Source: an optimization exercise on an open RTL-to-GDS flow (aim: small area). Production flows keep margins and buffers that such runs may drop.
Function was checked by simulation only, so behaviour that the tests miss may differ from the original.
The flow treats the clock pin as an ideal source. Dropping or thinning the clock tree relies on that and would not hold on a real chip.
Power and IR drop assume default switching activity.

==> run P <==
Design l1_trigger_top, start of the top module:
module l1_trigger_top (
    input  logic        aclk,
    input  logic        rst_n_i,
    input  logic [19:0] samples_i,
    input  logic        s_axil_awvalid,
    input  logic [7:0]  s_axil_awaddr,
    input  logic        s_axil_wvalid,
    input  logic [31:0] s_axil_wdata,
    input  logic [3:0]  s_axil_wstrb,
    input  logic        s_axil_bready,
    input  logic        s_axil_arvalid,
    input  logic [7:0]  s_axil_araddr,
    input  logic        s_axil_rready,
    output logic        s_axil_awready,
    output logic        s_axil_wready,
    output logic        s_axil_bvalid,
    output logic [1:0]  s_axil_bresp,
    output logic        s_axil_arready,
    output logic        s_axil_rvalid,
    output logic [31:0] s_axil_rdata,
    output logic [1:0]  s_axil_rresp,
    output logic [1:0]  trigger_o
);
Settings: LEC_CHECK=0, CAP_MARGIN=20, CORE_MARGIN=2, CORE_UTILIZATION=40, SLEW_MARGIN=20; clock period 5.0 ns.
run.sh (not shown) runs the stock make flow with config.mk's settings and CLKGATE_MAP_FILE= SYNTH_SCRIPT=/design/flow/synth_recipe.tcl, a recipe that flattens the netlist after the stock synthesis.
==> run E (differences from run P) <==
- CORE_UTILIZATION: 40 -> 70
- CTS_BUF_LIST: default -> sky130_fd_sc_hd__clkbuf_2 sky130_fd_sc_hd__clkbuf_4
- CTS_CLUSTER_DIAMETER: default -> 100
- CTS_CLUSTER_SIZE: default -> 30
- PLACE_DENSITY: default -> 0.8
==> run summary <==
| quantity | run P | run E |
|---|---|---|
| Hold Crit Endpoint | beam_discriminator_inst.raw_trig_o[0] | beam_discriminator_inst.decide_q2[1] |
| Setup CP Type | input pin to flip-flop | flip-flop to flip-flop |
| Number of signal-net buffers in the layout | 102 | 95 |
| Final-layout clock-cell area share | 0.05954 | 0.02983 |
| GR met2 Demand/Resource | 0.2738 | 0.5476 |
| X dimension of the die | 146.0 um | 111.4 um |
| Outcome | complete, no violations | complete, no violations |
| Portion of the clock cycle consumed by the worst path in the final layout | 0.9195 | 0.9270 |
| Headroom to the max-slew limit | 0.3291 | 0.4571 |
| Fraction of area in multi-input gates | 0.4762 | 0.5024 |
| Total power divided by cell area | 454.4 mW/mm^2 | 429.0 mW/mm^2 |
| Number of global-route vias before repair | 6094 | 6623 |
| Initial antenna violation count | 0 | 1 |
| Count of inserted tapcells | 265 | 143 |
| Clock Power | 1.27 mW | 0.766 mW |

==> job 5496: inputs <==
Another version of the RTL of l1_trigger_top (not shown whole).
Settings: LEC_CHECK=0, CAP_MARGIN=20, CORE_MARGIN=2, CORE_UTILIZATION=70, CTS_BUF_LIST=sky130_fd_sc_hd__clkbuf_8, CTS_CLUSTER_DIAMETER=60, CTS_CLUSTER_SIZE=30, PLACE_DENSITY=0.8, SLEW_MARGIN=20; clock period 5.0 ns.
standard.sh (not shown) runs the stock make flow with config.mk's settings and CLKGATE_MAP_FILE= SYNTH_SCRIPT=/design/flow/synth_recipe.tcl, a recipe that flattens the netlist after the stock synthesis.
==> flow/flow/run.sh <==
#!/bin/bash
# The standard synthesis and layout (standard.sh), with these changes:
#  - the port buffers are buf_1 cells instead of the resizer's default pick,
#  - the clock tree uses clkbuf_8 and no dummy loads,
#  - the buffers ABC adds in synthesis are removed at floorplan (the
#    resizer's repair buffers again where it needs to),
#  - after the standard synthesis, invopt.py removes the inverter pairs that
#    Yosys's full-adder extraction leaves around the adders. Registers are
#    untouched; the result is checked against the synthesized netlist with a
#    combinational equivalence proof (flip-flops cut), and dropped if the
#    proof fails.
# Each tool's output goes to its own log in this folder.
set -euo pipefail
export BUFFER_PORTS_ARGS="-buffer_cell sky130_fd_sc_hd__buf_1"
export REMOVE_ABC_BUFFERS=1
export CTS_ARGS="-sink_clustering_enable -repair_clock_nets -dont_use_dummy_load -buf_list sky130_fd_sc_hd__clkbuf_8 -sink_clustering_size 30 -sink_clustering_max_diameter 100"
YOSYS="${YOSYS_EXE:-$FLOW_HOME/../tools/install/yosys/bin/yosys}"
R=orfs/results/${FLOW_PLATFORM}/l1_trigger_top/base

bash standard.sh synth > synth.log 2>&1

cp "$R/1_2_yosys.v" synth_netlist.v
if python3 flow/invopt.py synth_netlist.v invopt.v > invopt.log 2>&1 &&
   python3 flow/cut_ffs.py synth_netlist.v eq_a.v >> invopt.log 2>&1 &&
   python3 flow/cut_ffs.py invopt.v eq_b.v >> invopt.log 2>&1; then
  cat > eq.ys <<EOT
read_liberty -ignore_miss_func $FLOW_HOME/platforms/sky130hd/lib/sky130_fd_sc_hd__tt_025C_1v80.lib
read_verilog eq_a.v
rename $FLOW_TOP gold
read_verilog eq_b.v
rename $FLOW_TOP gate
proc
flatten
miter -equiv -flatten -make_assert gold gate miter
hierarchy -top miter
sat -verify -prove-asserts miter
EOT
  if "$YOSYS" -s eq.ys > eq.log 2>&1; then
    echo "invopt netlist proven equivalent; using it" >> invopt.log
    cp invopt.v "$R/1_2_yosys.v"
    rm -f "$R/1_synth.odb" "$R/1_synth.sdc"
  else
    echo "equivalence proof failed; keeping the synthesized netlist" >> invopt.log
  fi
fi

bash standard.sh > flow.log 2>&1
Other scripts of this flow, unchanged in this note and not shown: flow/flow/cut_ffs.py, flow/flow/invopt.py
==> job 158 (differences from job 5496) <==
--- a/flow/flow/run.sh
+++ b/flow/flow/run.sh
@@ -3,3 +3,6 @@
 #  - the port buffers are buf_1 cells instead of the resizer's default pick,
-#  - the clock tree uses clkbuf_8 and no dummy loads,
+#  - the clock tree is built by mytree.tcl in place of clock_tree_synthesis:
+#    the clock port drives one clkbuf_8, which drives clkbuf_8 leaves, each
+#    leaf driving one cluster of about 15 neighbouring flip-flops,
+#  - one tie cell drives all constant outputs (no tie fanout repair),
 #  - the buffers ABC adds in synthesis are removed at floorplan (the
@@ -15,3 +18,3 @@
 export REMOVE_ABC_BUFFERS=1
-export CTS_ARGS="-sink_clustering_enable -repair_clock_nets -dont_use_dummy_load -buf_list sky130_fd_sc_hd__clkbuf_8 -sink_clustering_size 30 -sink_clustering_max_diameter 100"
+export SKIP_REPAIR_TIE_FANOUT=1
 YOSYS="${YOSYS_EXE:-$FLOW_HOME/../tools/install/yosys/bin/yosys}"
@@ -46,2 +49,16 @@
 
-bash standard.sh > flow.log 2>&1
+# Layout: ORFS's scripts, with cts.tcl's clock_tree_synthesis call replaced
+rm -rf myscripts
+cp -r "$FLOW_HOME/scripts" myscripts
+python3 - <<'PY'
+p = "myscripts/cts.tcl"
+s = open(p).read()
+old = "log_cmd clock_tree_synthesis {*}$cts_args"
+assert s.count(old) == 1
+s = s.replace(old, "source $::env(MYTREE_TCL)\n"
+              "mytree_build sky130_fd_sc_hd__clkbuf_4 sky130_fd_sc_hd__clkbuf_8 9\n"
+              "set_propagated_clock [all_clocks]")
+open(p, "w").write(s)
+PY
+export MYTREE_TCL="$PWD/flow/mytree.tcl"
+SCRIPTS_DIR="$PWD/myscripts" bash standard.sh > flow.log 2>&1
==> flow/flow/mytree.tcl (new file) <==
# A two-level clock tree: the clock port drives one root buffer, which drives
# a few leaf buffers, each driving the flip-flops of one placement cluster
# (k-means on the flip-flop locations). Replaces clock_tree_synthesis.
proc mytree_build { leaf_cell root_cell per_leaf } {
  set db [ord::get_db]
  set block [ord::get_db_block]
  set clk_port [$block findBTerm aclk]
  set clk_net [$clk_port getNet]
  set sinks {}
  foreach it [$clk_net getITerms] {
    if { [$it isInputSignal] && [[$it getInst] isPlaced] } { lappend sinks $it }
  }
  set n [llength $sinks]
  set k [expr { int(ceil(double($n) / $per_leaf)) }]
  if { $k < 1 } { set k 1 }
  set xs {}; set ys {}
  foreach it $sinks {
    set box [[$it getInst] getBBox]
    lappend xs [expr { ([$box xMin] + [$box xMax]) / 2.0 }]
    lappend ys [expr { ([$box yMin] + [$box yMax]) / 2.0 }]
  }
  # k-means, seeded along the sorted x order
  set order [lsort -indices -real $xs]
  set cx {}; set cy {}
  for {set c 0} {$c < $k} {incr c} {
    set i [lindex $order [expr { int(($c + 0.5) * $n / $k) }]]
    lappend cx [lindex $xs $i]; lappend cy [lindex $ys $i]
  }
  set cap [expr { int(ceil(double($n) / $k)) + 2 }]
  for {set iter 0} {$iter < 30} {incr iter} {
    # balanced assignment: nearest centre with room, sinks in order of distance gap
    set asg [lrepeat $n -1]
    set cnt [lrepeat $k 0]
    set pairs {}
    for {set i 0} {$i < $n} {incr i} {
      for {set c 0} {$c < $k} {incr c} {
        set d [expr { abs([lindex $xs $i] - [lindex $cx $c]) + abs([lindex $ys $i] - [lindex $cy $c]) }]
        lappend pairs [list $d $i $c]
      }
    }
    foreach p [lsort -real -index 0 $pairs] {
      lassign $p d i c
      if { [lindex $asg $i] >= 0 } { continue }
      if { [lindex $cnt $c] >= $cap } { continue }
      lset asg $i $c
      lset cnt $c [expr { [lindex $cnt $c] + 1 }]
    }
    set sx [lrepeat $k 0.0]; set sy [lrepeat $k 0.0]
    for {set i 0} {$i < $n} {incr i} {
      set c [lindex $asg $i]
      lset sx $c [expr { [lindex $sx $c] + [lindex $xs $i] }]
      lset sy $c [expr { [lindex $sy $c] + [lindex $ys $i] }]
    }
    for {set c 0} {$c < $k} {incr c} {
      if { [lindex $cnt $c] > 0 } {
        lset cx $c [expr { [lindex $sx $c] / [lindex $cnt $c] }]
        lset cy $c [expr { [lindex $sy $c] / [lindex $cnt $c] }]
      }
    }
  }
  set leaf_m [$db findMaster $leaf_cell]
  set root_m [$db findMaster $root_cell]
  set root [odb::dbInst_create $block $root_m "clktree_root"]
  set root_net [odb::dbNet_create $block "clktree_root_net"]
  $root_net setSigType CLOCK
  [$root findITerm A] connect $clk_net
  [$root findITerm X] connect $root_net
  set rx 0.0; set ry 0.0
  for {set c 0} {$c < $k} {incr c} {
    set leaf [odb::dbInst_create $block $leaf_m "clktree_leaf_$c"]
    set net [odb::dbNet_create $block "clktree_net_$c"]
    $net setSigType CLOCK
    [$leaf findITerm A] connect $root_net
    [$leaf findITerm X] connect $net
    $leaf setLocation [expr { int([lindex $cx $c]) }] [expr { int([lindex $cy $c]) }]
    $leaf setPlacementStatus PLACED
    set rx [expr { $rx + [lindex $cx $c] / $k }]
    set ry [expr { $ry + [lindex $cy $c] / $k }]
    for {set i 0} {$i < $n} {incr i} {
      if { [lindex $asg $i] == $c } {
        set it [lindex $sinks $i]
        $it disconnect
        $it connect $net
      }
    }
  }
  $root setLocation [expr { int($rx) }] [expr { int($ry) }]
  $root setPlacementStatus PLACED
  puts "mytree: $n sinks, $k leaves of $leaf_cell, root $root_cell"
}
--- a/flow/config.mk
+++ b/flow/config.mk
@@ -9,7 +9,4 @@
 export CORE_MARGIN = 2
-export CORE_UTILIZATION = 70
-export CTS_BUF_LIST = sky130_fd_sc_hd__clkbuf_8
-export CTS_CLUSTER_DIAMETER = 60
-export CTS_CLUSTER_SIZE = 30
-export PLACE_DENSITY = 0.8
+export CORE_UTILIZATION = 80
+export PLACE_DENSITY = 0.88
 export SLEW_MARGIN = 20
==> job 4465 (differences from job 5496) <==
--- a/flow/flow/run.sh
+++ b/flow/flow/run.sh
@@ -1,5 +1,4 @@
 #!/bin/bash
-# The standard synthesis and layout (standard.sh), with these changes:
+# The standard synthesis and layout (standard.sh), with three changes:
 #  - the port buffers are buf_1 cells instead of the resizer's default pick,
-#  - the clock tree uses clkbuf_8 and no dummy loads,
 #  - the buffers ABC adds in synthesis are removed at floorplan (the
@@ -15,3 +14,2 @@
 export REMOVE_ABC_BUFFERS=1
-export CTS_ARGS="-sink_clustering_enable -repair_clock_nets -dont_use_dummy_load -buf_list sky130_fd_sc_hd__clkbuf_8 -sink_clustering_size 30 -sink_clustering_max_diameter 100"
 YOSYS="${YOSYS_EXE:-$FLOW_HOME/../tools/install/yosys/bin/yosys}"
--- a/flow/config.mk
+++ b/flow/config.mk
@@ -9,7 +9,5 @@
 export CORE_MARGIN = 2
-export CORE_UTILIZATION = 70
+export CORE_UTILIZATION = 80
 export CTS_BUF_LIST = sky130_fd_sc_hd__clkbuf_8
-export CTS_CLUSTER_DIAMETER = 60
-export CTS_CLUSTER_SIZE = 30
-export PLACE_DENSITY = 0.8
+export PLACE_DENSITY = 0.88
 export SLEW_MARGIN = 20
==> job 4439 (differences from job 5496) <==
--- a/flow/config.mk
+++ b/flow/config.mk
@@ -9,7 +9,4 @@
 export CORE_MARGIN = 2
-export CORE_UTILIZATION = 70
-export CTS_BUF_LIST = sky130_fd_sc_hd__clkbuf_8
-export CTS_CLUSTER_DIAMETER = 60
-export CTS_CLUSTER_SIZE = 30
-export PLACE_DENSITY = 0.8
+export CORE_UTILIZATION = 80
+export PLACE_DENSITY = 0.88
 export SLEW_MARGIN = 20
==> metrics.md <==
| Metric | Value |
|---|---|
| Via count | 5248 |
| Combinational gate power | 2.07 mW |
| Number of nets in the layout | 910 |
| Placed wire-length estimate after detailed placement | 11.0 mm |
| NonClk Buf Share | 4.57% |
| Clock-pin slew on the worst setup and hold paths | 0.06 ns |
| Outcome | no timing/DRC/antenna violations |
-- figures above: job 4439

==> metrics.md <==
| Metric | Value |
|---|---|
| Outcome | no timing/DRC/antenna violations |
| Clock-pin slew on the worst setup and hold paths | 0.07 ns |
| Placed wire-length estimate after detailed placement | 10.9 mm |
| Combinational gate power | 1.94 mW |
| Worst clock skew | 0.0251 ns |
| Arrival time reported for the critical path endpoint | 4.75 ns |
| NonClk Buf Share | 4.83% |
| Number of nets in the layout | 913 |
-- figures above: job 5496

==> metrics.md <==
| Metric | Value |
|---|---|
| Number of nets in the layout | 909 |
| NonClk Buf Share | 4.40% |
| Clock-pin slew on the worst setup and hold paths | 0.09 ns |
| Outcome | no timing/DRC/antenna violations |
| Via count | 5455 |
-- figures above: job 4465

==> metrics.md <==
| Metric | Value |
|---|---|
| Outcome | no timing/DRC/antenna violations |
| Finished Layout Cells | 848 |
| First drt pass iteration count | 5 |
| Clock-pin slew on the worst setup and hold paths | 0.12 ns |
| Number of nets in the layout | 895 |
| Placed wire-length estimate after detailed placement | 10.7 mm |
| Via count | 5036 |
| Minimum setup slack after placement | -0.0294 ns |
| Multi-input logic area | 3420 um^2 |
| Average routed wire per standard cell | 17.2 um |
-- figures above: job 158

The clock cells of job 158 come from the design's own scripts or RTL, not from TritonCTS.

==> inputs of v4 <==
Starting RTL as in the previous note.
==> flow/design.v (excerpt) <==
module l1_trigger_top (
    input  logic        aclk,
    input  logic        rst_n_i,
    input  logic [19:0] samples_i,
    input  logic        s_axil_awvalid,
    input  logic [7:0]  s_axil_awaddr,
    input  logic        s_axil_wvalid,
    input  logic [31:0] s_axil_wdata,
    input  logic [3:0]  s_axil_wstrb,
    input  logic        s_axil_bready,
    input  logic        s_axil_arvalid,
    input  logic [7:0]  s_axil_araddr,
    input  logic        s_axil_rready,
    output logic        s_axil_awready,
    output logic        s_axil_wready,
    output logic        s_axil_bvalid,
    output logic [1:0]  s_axil_bresp,
    output logic        s_axil_arready,
    output logic        s_axil_rvalid,
    output logic [31:0] s_axil_rdata,
    output logic [1:0]  s_axil_rresp,
    output logic [1:0]  trigger_o
);
==> flow/config.mk <==
export PLATFORM = sky130hd
export DESIGN_NAME = l1_trigger_top
export DESIGN_NICKNAME = l1_trigger_top
export VERILOG_FILES = /design/flow/design.v
export SDC_FILE = /design/flow/constraint.sdc
export NUM_CORES = 4
export LEC_CHECK = 0
export CAP_MARGIN = 20
export CORE_MARGIN = 2
export CORE_UTILIZATION = 80
export PLACE_DENSITY = 0.88
export SLEW_MARGIN = 20
==> flow/constraint.sdc <==
create_clock -name core_clock -period 5.0 [get_ports {aclk}]
set_input_delay 1.0000 -clock core_clock [delete_from_list [all_inputs] [get_ports {aclk}]]
set_output_delay 1.0000 -clock core_clock [all_outputs]
set_load 0.01 [all_outputs]
==> flow/flow/run.sh <==
#!/bin/bash
# The standard synthesis and layout (standard.sh), with these changes:
#  - the port buffers are buf_1 cells instead of the resizer's default pick,
#  - the clock tree is built by mytree.tcl in place of clock_tree_synthesis:
#    the clock port drives one clkbuf_8, which drives clkbuf_8 leaves, each
#    leaf driving one cluster of about 15 neighbouring flip-flops,
#  - one tie cell drives all constant outputs (no tie fanout repair),
#  - the buffers ABC adds in synthesis are removed at floorplan (the
#    resizer's repair buffers again where it needs to),
#  - after the standard synthesis, invopt.py removes the inverter pairs that
#    Yosys's full-adder extraction leaves around the adders. Registers are
#    untouched; the result is checked against the synthesized netlist with a
#    combinational equivalence proof (flip-flops cut), and dropped if the
#    proof fails,
#  - then the logic between registers and adder cells is mapped again by
#    ABC for area (remap.ys.in, remap.abc), checked the same way.
# Each tool's output goes to its own log in this folder.
set -euo pipefail
export BUFFER_PORTS_ARGS="-buffer_cell sky130_fd_sc_hd__buf_1"
export REMOVE_ABC_BUFFERS=1
export SKIP_REPAIR_TIE_FANOUT=1
YOSYS="${YOSYS_EXE:-$FLOW_HOME/../tools/install/yosys/bin/yosys}"
R=orfs/results/${FLOW_PLATFORM}/l1_trigger_top/base

bash standard.sh synth > synth.log 2>&1

cp "$R/1_2_yosys.v" synth_netlist.v
LIB="$FLOW_HOME/platforms/sky130hd/lib/sky130_fd_sc_hd__tt_025C_1v80.lib"

# Combinational equivalence of a netlist with the synthesized one (flip-flops
# cut into ports); 0 when proven
equiv() {
  python3 flow/cut_ffs.py synth_netlist.v eq_a.v >> "$2" 2>&1 &&
  python3 flow/cut_ffs.py "$1" eq_b.v >> "$2" 2>&1 || return 1
  cat > eq.ys <<EOT
read_liberty -ignore_miss_func $LIB
read_verilog eq_a.v
rename $FLOW_TOP gold
read_verilog eq_b.v
rename $FLOW_TOP gate
proc
flatten
miter -equiv -flatten -make_assert gold gate miter
hierarchy -top miter
sat -verify -prove-asserts miter
EOT
  "$YOSYS" -s eq.ys >> "$2" 2>&1
}

best=synth_netlist.v
# 1. inverter clean-up around the full adders
if python3 flow/invopt.py synth_netlist.v invopt.v > invopt.log 2>&1 &&
   equiv invopt.v invopt.log; then
  echo "invopt netlist proven equivalent; using it" >> invopt.log
  best=invopt.v
else
  echo "invopt not used" >> invopt.log
fi
# 2. area-oriented remap of the logic between the registers and adder cells
DONTUSE=$(grep -o 'cell *( *"sky130_fd_sc_hd__\(lpflow\|probe\)[a-z0-9_]*' "$LIB" | sed 's/.*"/-dont_use /' | tr '\n' ' ')
sed -e "s#@LIB@#$LIB#g" -e "s#@IN@#$best#" -e "s#@TOP@#$FLOW_TOP#" \
    -e "s#@SCRIPT@#$PWD/flow/remap.abc#" -e "s#@DONTUSE@#$DONTUSE#" -e "s#@OUT@#remap.v#" \
    flow/remap.ys.in > remap.ys
if "$YOSYS" -s remap.ys > remap.log 2>&1 && equiv remap.v remap.log; then
  echo "remap netlist proven equivalent; using it" >> remap.log
  best=remap.v
else
  echo "remap not used" >> remap.log
fi
if [[ "$best" != synth_netlist.v ]]; then
  cp "$best" "$R/1_2_yosys.v"
  rm -f "$R/1_synth.odb" "$R/1_synth.sdc"
fi

# Layout: ORFS's scripts, with cts.tcl's clock_tree_synthesis call replaced
rm -rf myscripts
cp -r "$FLOW_HOME/scripts" myscripts
python3 - <<'PY'
p = "myscripts/cts.tcl"
s = open(p).read()
old = "log_cmd clock_tree_synthesis {*}$cts_args"
assert s.count(old) == 1
s = s.replace(old, "source $::env(MYTREE_TCL)\n"
              "mytree_build sky130_fd_sc_hd__clkbuf_8 sky130_fd_sc_hd__clkbuf_8 15\n"
              "set_propagated_clock [all_clocks]")
open(p, "w").write(s)
PY
export MYTREE_TCL="$PWD/flow/mytree.tcl"
SCRIPTS_DIR="$PWD/myscripts" bash standard.sh > flow.log 2>&1
==> flow/flow/remap.abc <==
&get -n
&st
&dch -f
&nf -a
&put
==> flow/flow/remap.ys.in <==
read_liberty -ignore_miss_func @LIB@
read_verilog @IN@
hierarchy -top @TOP@
blackbox sky130_fd_sc_hd__dfxtp_1 sky130_fd_sc_hd__edfxtp_1 sky130_fd_sc_hd__fa_1 sky130_fd_sc_hd__ha_1 sky130_fd_sc_hd__conb_1
flatten
opt -fast
abc -liberty @LIB@ -script @SCRIPT@ @DONTUSE@
opt_clean -purge
splitnets
opt_clean -purge
insbuf -buf sky130_fd_sc_hd__buf_4 A X
opt_clean -purge
tee -o remap_stat.txt stat -liberty @LIB@
write_verilog -noexpr -nohex -nodec -noattr @OUT@
Other scripts of this flow, unchanged in this note and not shown: flow/flow/cut_ffs.py, flow/flow/invopt.py, flow/flow/mytree.tcl
==> inputs of v14, as changes to v4 <==
--- a/flow/flow/run.sh
+++ b/flow/flow/run.sh
@@ -5,3 +5,3 @@
 #    the clock port drives one clkbuf_8, which drives clkbuf_8 leaves, each
-#    leaf driving one cluster of about 15 neighbouring flip-flops,
+#    leaf driving one cluster of about 18 neighbouring flip-flops,
 #  - one tie cell drives all constant outputs (no tie fanout repair),
@@ -14,4 +14,5 @@
 #    proof fails,
-#  - then the logic between registers and adder cells is mapped again by
-#    ABC for area (remap.ys.in, remap.abc), checked the same way.
+#  - then all logic but the registers, the full-adder cells and the tie cell
+#    is mapped again by ABC for area (remap.ys.in, remap.abc: two rounds of
+#    choice computation and area-oriented mapping), checked the same way.
 # Each tool's output goes to its own log in this folder.
@@ -58,3 +59,3 @@
 fi
-# 2. area-oriented remap of the logic between the registers and adder cells
+# 2. area-oriented remap of the logic around the registers and full adders
 DONTUSE=$(grep -o 'cell *( *"sky130_fd_sc_hd__\(lpflow\|probe\)[a-z0-9_]*' "$LIB" | sed 's/.*"/-dont_use /' | tr '\n' ' ')
@@ -83,3 +84,3 @@
 s = s.replace(old, "source $::env(MYTREE_TCL)\n"
-              "mytree_build sky130_fd_sc_hd__clkbuf_8 sky130_fd_sc_hd__clkbuf_8 15\n"
+              "mytree_build sky130_fd_sc_hd__clkbuf_8 sky130_fd_sc_hd__clkbuf_8 18\n"
               "set_propagated_clock [all_clocks]")
==> flow/flow/remap.abc (replaced) <==
&get -n
&st
&dch -f
&nf -a
&put
&get -n
&st
&dch -f
&nf -a
&put
--- a/flow/flow/remap.ys.in
+++ b/flow/flow/remap.ys.in
@@ -3,3 +3,3 @@
 hierarchy -top @TOP@
-blackbox sky130_fd_sc_hd__dfxtp_1 sky130_fd_sc_hd__edfxtp_1 sky130_fd_sc_hd__fa_1 sky130_fd_sc_hd__ha_1 sky130_fd_sc_hd__conb_1
+blackbox sky130_fd_sc_hd__dfxtp_1 sky130_fd_sc_hd__edfxtp_1 sky130_fd_sc_hd__fa_1 sky130_fd_sc_hd__conb_1
 flatten
--- a/flow/config.mk
+++ b/flow/config.mk
@@ -10,2 +10,3 @@
 export CORE_UTILIZATION = 80
+export GPL_TIMING_DRIVEN = 0
 export PLACE_DENSITY = 0.88
==> inputs of v24, as changes to v4 <==
==> flow/flow/run.sh (replaced) <==
#!/bin/bash
# The standard synthesis and layout (standard.sh), with these changes:
#  - the port buffers are buf_1 cells instead of the resizer's default pick,
#  - the clock tree is built by mytree.tcl in place of clock_tree_synthesis:
#    the clock port drives one clkbuf_8, which drives clkbuf_8 leaves, each
#    leaf driving one cluster of about 15 neighbouring flip-flops,
#  - the buffers ABC adds in synthesis are removed at floorplan (the
#    resizer's repair buffers again where it needs to),
#  - after the standard synthesis, invopt.py removes the inverter pairs that
#    Yosys's full-adder extraction leaves around the adders. Registers are
#    untouched; the result is checked against the synthesized netlist with a
#    combinational equivalence proof (flip-flops cut), and dropped if the
#    proof fails.
# Each tool's output goes to its own log in this folder.
set -euo pipefail
export BUFFER_PORTS_ARGS="-buffer_cell sky130_fd_sc_hd__buf_1"
export REMOVE_ABC_BUFFERS=1
YOSYS="${YOSYS_EXE:-$FLOW_HOME/../tools/install/yosys/bin/yosys}"
R=orfs/results/${FLOW_PLATFORM}/l1_trigger_top/base

bash standard.sh synth > synth.log 2>&1

cp "$R/1_2_yosys.v" synth_netlist.v
if python3 flow/invopt.py synth_netlist.v invopt.v > invopt.log 2>&1 &&
   python3 flow/cut_ffs.py synth_netlist.v eq_a.v >> invopt.log 2>&1 &&
   python3 flow/cut_ffs.py invopt.v eq_b.v >> invopt.log 2>&1; then
  cat > eq.ys <<EOT
read_liberty -ignore_miss_func $FLOW_HOME/platforms/sky130hd/lib/sky130_fd_sc_hd__tt_025C_1v80.lib
read_verilog eq_a.v
rename $FLOW_TOP gold
read_verilog eq_b.v
rename $FLOW_TOP gate
proc
flatten
miter -equiv -flatten -make_assert gold gate miter
hierarchy -top miter
sat -verify -prove-asserts miter
EOT
  if "$YOSYS" -s eq.ys > eq.log 2>&1; then
    echo "invopt netlist proven equivalent; using it" >> invopt.log
    cp invopt.v "$R/1_2_yosys.v"
    rm -f "$R/1_synth.odb" "$R/1_synth.sdc"
  else
    echo "equivalence proof failed; keeping the synthesized netlist" >> invopt.log
  fi
fi

# Layout: ORFS's scripts, with cts.tcl's clock_tree_synthesis call replaced
rm -rf myscripts
cp -r "$FLOW_HOME/scripts" myscripts
python3 - <<'PY'
p = "myscripts/cts.tcl"
s = open(p).read()
old = "log_cmd clock_tree_synthesis {*}$cts_args"
assert s.count(old) == 1
s = s.replace(old, "source $::env(MYTREE_TCL)\n"
              "mytree_build sky130_fd_sc_hd__clkbuf_8 sky130_fd_sc_hd__clkbuf_8 15\n"
              "set_propagated_clock [all_clocks]")
open(p, "w").write(s)
PY
export MYTREE_TCL="$PWD/flow/mytree.tcl"
SCRIPTS_DIR="$PWD/myscripts" bash standard.sh > flow.log 2>&1
removed: flow/flow/remap.abc
removed: flow/flow/remap.ys.in
==> qor summary <==
Chip height: v4 99.3 um; v24 101 um; v14 97.9 um
Run status: v4 no timing/DRC/antenna violations; v24 no timing/DRC/antenna violations; v14 no timing/DRC/antenna violations
Power density normalized to cell area: v4 512 nW/um2; v24 539 nW/um2; v14 441 nW/um2
Detailed placement HPWL: v4 10.9 mm; v24 11.0 mm; v14 10.3 mm
Slowest Stage Delay on Critical Path: v4 0.44 ns; v24 0.56 ns; v14 0.58 ns
GRT met3 Usage: v4 3.65%; v24 4.02%; v14 3.08%
Clock-pin transition on the worst setup and hold timing paths: v4 0.09 ns; v24 0.10 ns; v14 0.11 ns
Non-clock inverters: v4 25; v24 35; v14 15
Peak Freq: v4 0.211 GHz; v24 0.206 GHz; v14 0.210 GHz
Setup repair after global routing missed its margin: v4 false; v24 -; v14 false
Final Core Density: v4 89.4%; v24 87.7%; v14 87.8%
All-Layer GR Usage: v4 31.4%; v24 29.4%; v14 28.7%
Library cell appearing most often on the critical path: v4 sky130_fd_sc_hd__xnor2_1; v24 sky130_fd_sc_hd__xnor2_1; v14 -
Required time at the endpoint of the critical path: v4 5.15 ns; v24 5.16 ns; v14 5.14 ns
No run of this note takes its clock network from TritonCTS; it comes from the design's own scripts or RTL.

re-timing with driven ports:
No port has a modelled driver above. Below, the same layouts with a new extraction and two added sets of constraints. Step 1, drivers: a clkbuf_16 drives aclk and a buf_2 each remaining input, both assumed. Step 2 adds t to the input delays and takes it off the output delays; t is the mean of the earliest and latest rising clock arrival at the registers after step 1. Input paths then give back, and output paths get back, about the clock's delay inside the block. a / b / c = ideal ports / drivers / drivers and shift; a / b = the first two.
| run | t, ns | slack for setup (ns) | worst hold slack (ns) |
|---|---|---|---|
| run P | 0.464 | 0.403 / 0.408 / -0.044 | 0.433 / 0.433 / 0.433 |
| run E | 0.603 | 0.365 / 0.365 / -0.143 | 0.447 / 0.447 / 0.447 |
| job 5496 | 0.461 | 0.403 / 0.403 / 0.078 | 0.435 / 0.435 / 0.435 |
| job 158 | 0.454 | 0.350 / 0.350 / 0.002 | 0.432 / 0.432 / 0.432 |
| job 4465 | 0.475 | 0.228 / 0.228 / -0.094 | 0.484 / 0.484 / 0.484 |
| job 4439 | 0.465 | 0.210 / 0.210 / -0.028 | 0.447 / 0.447 / 0.447 |
| v4 | 0.439 | 0.272 / 0.272 / 0.272 | 0.444 / 0.444 / 0.444 |
| v14 | 0.432 | 0.246 / 0.246 / -0.010 | 0.457 / 0.457 / 0.457 |
| v24 | 0.449 | 0.141 / 0.141 / -0.076 | 0.449 / 0.449 / 0.449 |
Met with ideal ports but missed after step 2: setup timing in 6 of these runs. For run E, which loses most, drivers alone change the setup slack by 0.000 ns; drivers and shift together by -0.508 ns.
